Context: an optimization exercise on an open-source flow, tuned for small area, a short achievable clock period and few clock cycles per item. The choices shown serve that exercise and are no tape-out recipe. Function was checked by simulation only, so behaviour that the tests miss may differ from the original. Power and IR drop assume default switching activity.

==> design.v <==
`default_nettype none
package deq_pkg;
    localparam int DEPTH      = 64;
    localparam int WORD_WIDTH = 32;
    localparam int IDX_W      = $clog2(DEPTH);
    localparam int CNT_W      = $clog2(DEPTH + 1);
    typedef enum logic [2:0] {
        OP_PUSH_FRONT = 3'd0,
        OP_PUSH_BACK  = 3'd1,
        OP_POP_FRONT  = 3'd2,
        OP_POP_BACK   = 3'd3,
        OP_PEEK_FRONT = 3'd4,
        OP_PEEK_BACK  = 3'd5
    } t_op;
    typedef enum logic [1:0] {
        ST_OK    = 2'd0,
        ST_EMPTY = 2'd1,
        ST_FULL  = 2'd2
    } t_status;
endpackage
`default_nettype wire
`default_nettype none
import deq_pkg::*;
module double_ended_queue_unit
(
    input  wire logic                         i_clk,
    input  wire logic                         i_rst_n,
    input  wire logic                         start,
    output logic                              busy,
    input  wire logic        [2:0]            i_operation,
    input  wire logic signed [WORD_WIDTH-1:0] i_push_value,
    output logic                              o_valid,
    output logic             [1:0]            o_status,
    output logic signed      [WORD_WIDTH-1:0] o_peek_value,
    output logic             [CNT_W-1:0]      o_element_count
);
    logic                  c_valid;
    logic [2:0]            c_op;
    logic [WORD_WIDTH-1:0] c_value;
    always_ff @(posedge i_clk) begin
        if (!i_rst_n) c_valid <= 1'b0;
        else          c_valid <= start;
        c_op    <= i_operation;
        c_value <= i_push_value;
    end
    logic [IDX_W-1:0] r_head;    
    logic [IDX_W-1:0] r_tail;    
    logic [CNT_W-1:0] r_count;
    logic w_empty, w_full;
    assign w_empty = (r_count == '0);
    assign w_full  = r_count[IDX_W];
    logic w_pf, w_pb, w_qf, w_qb, w_kf, w_kb;
    assign w_pf = c_valid && (c_op == 3'd0) && !w_full;    
    assign w_pb = c_valid && (c_op == 3'd1) && !w_full;    
    assign w_qf = c_valid && (c_op == 3'd2) && !w_empty;   
    assign w_qb = c_valid && (c_op == 3'd3) && !w_empty;   
    assign w_kf = (c_op == 3'd4) && !w_empty;              
    assign w_kb = (c_op == 3'd5) && !w_empty;              
    logic [IDX_W-1:0] w_head_m1, w_head_p1, w_tail_m1, w_tail_p1;
    assign w_head_m1 = r_head - IDX_W'(1);
    assign w_head_p1 = r_head + IDX_W'(1);
    assign w_tail_m1 = r_tail - IDX_W'(1);
    assign w_tail_p1 = r_tail + IDX_W'(1);
    always_ff @(posedge i_clk) begin
        if (!i_rst_n) begin
            r_head  <= '0;
            r_tail  <= '0;
            r_count <= '0;
        end else begin
            if (w_pf)      r_head <= w_head_m1;
            else if (w_qf) r_head <= w_head_p1;
            if (w_pb)      r_tail <= w_tail_p1;
            else if (w_qb) r_tail <= w_tail_m1;
            if (w_pf || w_pb)      r_count <= r_count + CNT_W'(1);
            else if (w_qf || w_qb) r_count <= r_count - CNT_W'(1);
        end
    end
    logic [IDX_W-1:0]      w_waddr;
    logic                  w_wen;
    assign w_waddr = w_pf ? w_head_m1 : r_tail;
    assign w_wen   = w_pf || w_pb;
    logic [WORD_WIDTH-1:0] r_ring [DEPTH];
    for (genvar g = 0; g < DEPTH; g++) begin : g_word
        always_ff @(posedge i_clk) begin
            if (w_wen && (w_waddr == IDX_W'(g))) r_ring[g] <= c_value;
        end
    end
    logic                  s_valid;
    logic [1:0]            s_status;
    logic [CNT_W-1:0]      s_count;
    logic                  s_peek;
    logic [IDX_W-1:0]      s_raddr;
    always_ff @(posedge i_clk) begin
        if (!i_rst_n) s_valid <= 1'b0;
        else          s_valid <= c_valid;
        s_peek  <= c_valid && (w_kf || w_kb);
        s_raddr <= w_kb ? w_tail_m1 : r_head;
        if ((c_op == 3'd0 || c_op == 3'd1) && w_full) begin
            s_status <= ST_FULL;
            s_count  <= r_count;
        end else if (c_op[2:1] != 2'b11 && c_op != 3'd0 && c_op != 3'd1 && w_empty) begin
            s_status <= ST_EMPTY;
            s_count  <= r_count;
        end else begin
            s_status <= ST_OK;
            if (c_op == 3'd0 || c_op == 3'd1)      s_count <= r_count + CNT_W'(1);
            else if (c_op == 3'd2 || c_op == 3'd3) s_count <= r_count - CNT_W'(1);
            else                                   s_count <= r_count;
        end
    end
    logic [WORD_WIDTH-1:0] w_rdata;
    always_comb begin
        w_rdata = '0;
        for (int i = 0; i < DEPTH; i++) begin
            if (s_raddr == IDX_W'(i)) w_rdata = w_rdata | r_ring[i];
        end
    end
    logic                  r_valid;
    logic [1:0]            r_status;
    logic [WORD_WIDTH-1:0] r_value;
    logic [CNT_W-1:0]      r_ocount;
    always_ff @(posedge i_clk) begin
        if (!i_rst_n) r_valid <= 1'b0;
        else          r_valid <= s_valid;
        r_status <= s_status;
        r_ocount <= s_count;
        r_value  <= s_peek ? w_rdata : '0;
    end
    assign busy            = 1'b0;
    assign o_valid         = r_valid;
    assign o_status        = r_status;
    assign o_peek_value    = r_value;
    assign o_element_count = r_ocount;
endmodule
`default_nettype wire
==> run.sh <==
#!/bin/bash
# synth_recipe.tcl (not shown) runs the flow's synth.tcl, then flattens the netlist and writes it again
# the make line also repeats each setting of config.mk as NAME=value (left out here)
make -C /OpenROAD-flow-scripts/flow DESIGN_CONFIG=/design/flow/config.mk WORK_HOME=/design/flow/orfs CLKGATE_MAP_FILE= SYNTH_SCRIPT=/design/flow/synth_recipe.tcl finish
==> config.mk <==
export PLATFORM = sky130hd
export DESIGN_NAME = double_ended_queue_unit
export DESIGN_NICKNAME = double_ended_queue_unit
export VERILOG_FILES = /design/flow/design.v
export SDC_FILE = /design/flow/constraint.sdc
export NUM_CORES = 4
export LEC_CHECK = 0
export CAP_MARGIN = 20
export CORE_MARGIN = 2
export CORE_UTILIZATION = 40
export SLEW_MARGIN = 20
==> constraint.sdc <==
create_clock -name core_clock -period 4.0 [get_ports {i_clk}]
set_input_delay 0.8000 -clock core_clock [delete_from_list [all_inputs] [get_ports {i_clk}]]
set_output_delay 0.8000 -clock core_clock [all_outputs]
set_load 0.01 [all_outputs]
==> run summary <==
flip-flops by register name, summed over array words and instances (netlist names):
name and count:
r_ring 2048, c_value 32, r_value 32, r_count 7
r_ocount 7, s_count 7, r_head 6, r_tail 6
s_raddr 6, c_op 3, r_status 2, s_status 2
c_valid 1, r_valid 1, s_peek 1, s_valid 1
final cells by class:
class / count / area share
sequential: 2162 / 0.684
multi-input combinational: 1912 / 0.154
clock buffer: 259 / 0.0603
timing repair buffer: 450 / 0.0526
tap: 2624 / 0.0352
clock inverter: 143 / 0.0132
inverter: 13 / 0.000523
antenna: 14 / 0.000375
final timing paths:
check	startpoint	endpoint	slack (ns)
max	s_raddr[2]	r_value[26]	0.16
min	s_count[4]	r_ocount[4]	0.33
max reg2reg	s_raddr[2]	r_value[26]	0.16
min reg2reg	s_count[4]	r_ocount[4]	0.33
layer usage:
| layer | GRT usage | share of wire | vias up |
|---|---|---|---|
| li1 | - | - | 19000 |
| met1 | 0.435 | 0.33 | 26900 |
| met2 | 0.491 | 0.42 | 5780 |
| met3 | 0.119 | 0.17 | 1352 |
| met4 | 0.237 | 0.085 | 22 |
| met5 | 0.00464 | 0.00068 | - |
synth_stat cells, drive strengths merged (63+ instances only):
cell type and instances:
a22o 82, nor2 127, buf 106, nand4 134, nand3 119, a22oi 709, nand2 69, edfxtp 2048
dfxtp 114, a221oi 63, and3 111, clkbuf 142
cell usage in the layout (no fill, tap or decap), types with 21 or more instances in the layout:
| cell | netlist | final |
|---|---|---|
| nor2_1 | 126 | 44 |
| mux2i_1 | 51 | 51 |
| nor3_2 | 1 | 27 |
| dfxtp_1 | 114 | 75 |
| a22oi_1 | 709 | 709 |
| a21oi_1 | 39 | 39 |
| dfxtp_2 | 0 | 31 |
| buf_4 | 3 | 265 |
| nor2_4 | 0 | 81 |
| clkbuf_1 | 142 | 36 |
| a2111oi_0 | 25 | 21 |
| clkinv_2 | 0 | 48 |
| nand3_1 | 119 | 119 |
| clkinv_1 | 0 | 46 |
| clkbuf_16 | 0 | 215 |
| or4_1 | 29 | 29 |
| nand2_1 | 68 | 68 |
| o41a_1 | 27 | 27 |
| clkdlybuf4s50_1 | 0 | 79 |
| a221oi_1 | 63 | 63 |
| nand4_1 | 134 | 134 |
| and3_1 | 111 | 95 |
| edfxtp_1 | 2048 | 2048 |
| mux2_2 | 31 | 31 |
| buf_12 | 0 | 103 |
| a22o_1 | 82 | 82 |
power groups by stage:
stage	clock network (mW)	logic (mW)	registers [mW]
2_1_floorplan	0	0.442	25.5
3_3_place_gp	0	1.16	25.5
3_5_place_dp	0	1.18	25.5
4_1_cts	19.7	1.18	25.0
5_1_grt	20.6	1.24	25.0
6_report	19.7	1.23	25.0
logic make-up after synthesis:
| logic type | Yosys count | share of synthesized area |
|---|---|---|
| other | 1 | 0.0000479 |
| AOI/OAI and AO/OA | 1050 | 0.104 |
| DFF | 2162 | 0.814 |
| adders and majority gates | 9 | 0.00144 |
| and+or+nand+nor | 746 | 0.0530 |
| buffers and inverters | 261 | 0.0139 |
| muxes | 82 | 0.0110 |
| xor gates and xnor gates | 24 | 0.00268 |
worst max-delay path: stages, from the launching register on:
cell and delay [ns]:
dfxtp_2 0.68, buf_4 0.28, or2_2 0.33, nor3_2 0.19
buf_4 0.29, a22oi_1 0.64, o211ai_1 0.39, or4_1 0.61
o41a_1 0.32
==> impl_metrics.env <==
export IMPL_status="finished clean"
export IMPL_grt_pass1_wl_um=450000
export IMPL_ys_flop_type="edfxtp_1"
export IMPL_antenna_found_initial=21
export IMPL_drv_slew=0
export IMPL_drtIter0Drc=12000
export IMPL_synth_edff_count=2048
export IMPL_design_area_mm2=0.0934
export IMPL_synthDistinctLibCells=69
export IMPL_portBuffers=79
export IMPL_vias=53100
export IMPL_setup_slack_ns=0.156
export IMPL_rows=162
export IMPL_start_util=0.402
export IMPL_synth_area_leaders="edfxtp_1 (78%), a22oi_1 (6.8%), dfxtp_1 (2.9%)"
export IMPL_syn_avg_cell_area_um2=18.1
export IMPL_fin_crit_sh=0.961
export IMPL_synth_largest_area_cell="edfxtp_1"
export IMPL_power_mw=46.0
export IMPL_syn2layout_area_growth_pct=19.1
export IMPL_wl_per_cell_um=45.8
export IMPL_min_path_type="reg -> reg"
export IMPL_reg2reg_depth=8
export IMPL_finalClockSkew_ns=0.0980
export IMPL_seq_power_share=0.544
export IMPL_die_y_um=447
export IMPL_gp_congestion=0.966
export IMPL_nets=4797
export IMPL_syn_area_mm2=0.0784
export IMPL_cts_tree="yes"
export IMPL_die_w_um=447
export IMPL_post_place_cells=7160
export IMPL_worst_pin_slew_ns=1.23
export IMPL_core_area_mm2=0.195
export IMPL_yosys_warnings=2
export IMPL_p_clk_frac=0.429
export IMPL_grt_pass1_vias=48100
export IMPL_drc_errors=0
export IMPL_power_share_switching=0.219
export IMPL_dp_slack_ns=0.357
export IMPL_cts_sinks=2162
export IMPL_path_class="reg -> reg"
export IMPL_clkTransAtPathRegs_ns=0.06
export IMPL_cp_data_required_time_ns=4.78
export IMPL_final_setup_tns_ns=0
export IMPL_whs_ns=0.328
export IMPL_crit_path_end_kind="flip-flop"
export IMPL_syn_nets=4382
export IMPL_dp_hpwl_um=201000
export IMPL_n_fill_cell=16100
export IMPL_ctsResizeCount=0
export IMPL_finalWirelength_um=347000
export IMPL_clock_latency_ns=0.90
export IMPL_fin_util=0.479
export IMPL_min_delay_path_depth=0
export IMPL_multi_input_area_mm2=0.0144
export IMPL_grt_max_degree=65
export IMPL_boundaryPins=81
export IMPL_seq_area_frac_synth=0.814
export IMPL_fin_crit_ns=3.84
export IMPL_post_dp_cell_area_mm2=0.0864
export IMPL_synth_async_sr_flop_share=0
export IMPL_dr_pass1_iters=10
export IMPL_rsz0062_at_grt="false"
export IMPL_crit_path_start_kind="flip-flop"
export IMPL_path_max_fanout=20
export IMPL_syn_inst=4335
export IMPL_drv_cap=0
export IMPL_synth_top_area_share=0.785
export IMPL_post_route_cells_drive_above_1_share=0.185
export IMPL_hold_viol=0
export IMPL_track_usage=0.342
export IMPL_power_density_mw_per_mm2=492
export IMPL_grt_remaining_overflow=0
export IMPL_clock_root_buffer="clkbuf_16"
export IMPL_htreeDepth=4
export IMPL_clockBufferDepth=3
export IMPL_critPathArrivalTime_ns=4.62
export IMPL_p_leak_nw=29.3
export IMPL_seqCellArea_mm2=0.0639
export IMPL_finalNonFillerCells=7577
export IMPL_viasPerCell=7.01
export IMPL_ant_nets=0
export IMPL_ir_drop_mv=0.488
export IMPL_intPower_mw=35.9
export IMPL_cts_hold_buffers=0
export IMPL_relSlewSlack=0.174
export IMPL_dieArea_mm2=0.199
export IMPL_ys_ff_latch=2162
export IMPL_p_comb_frac=0.027
export IMPL_fmax_ghz=0.260
export IMPL_setup_viol=0
export IMPL_switching_power_mw=10.1
export IMPL_cts_buffers=211
export IMPL_postCtsSetupRepairBufs=0
Testbench counts, summed over its fixed seeds: cycles 24,024, ops 24,000.

==> what the ideal ports hide <==
How much do the figures lean on ideal ports? The routed layout below was timed once more, with nothing changed but the port constraints.
Step 1 sets driving cells, clkbuf_16 on the clock port and buf_2 on the other inputs (assumed; they add their load-dependent delay and slew).
Step 2 moves the port delays by t, midway between the first and last clock arrival at a register: inputs arrive t later, outputs are due t later. That takes back most of the time a late clock gives input paths.
Three values: ideal ports, drivers, drivers and shift; two values: the first two.
shift t [ns]: 0.935
slack for setup (ns): 0.156 / 0.156 / 0.156
cell pins on the clock port's net: 1
After both steps setup and hold are still met in this run. For this run, drivers alone change the setup slack by 0.000 ns; drivers and shift together by 0.000 ns.
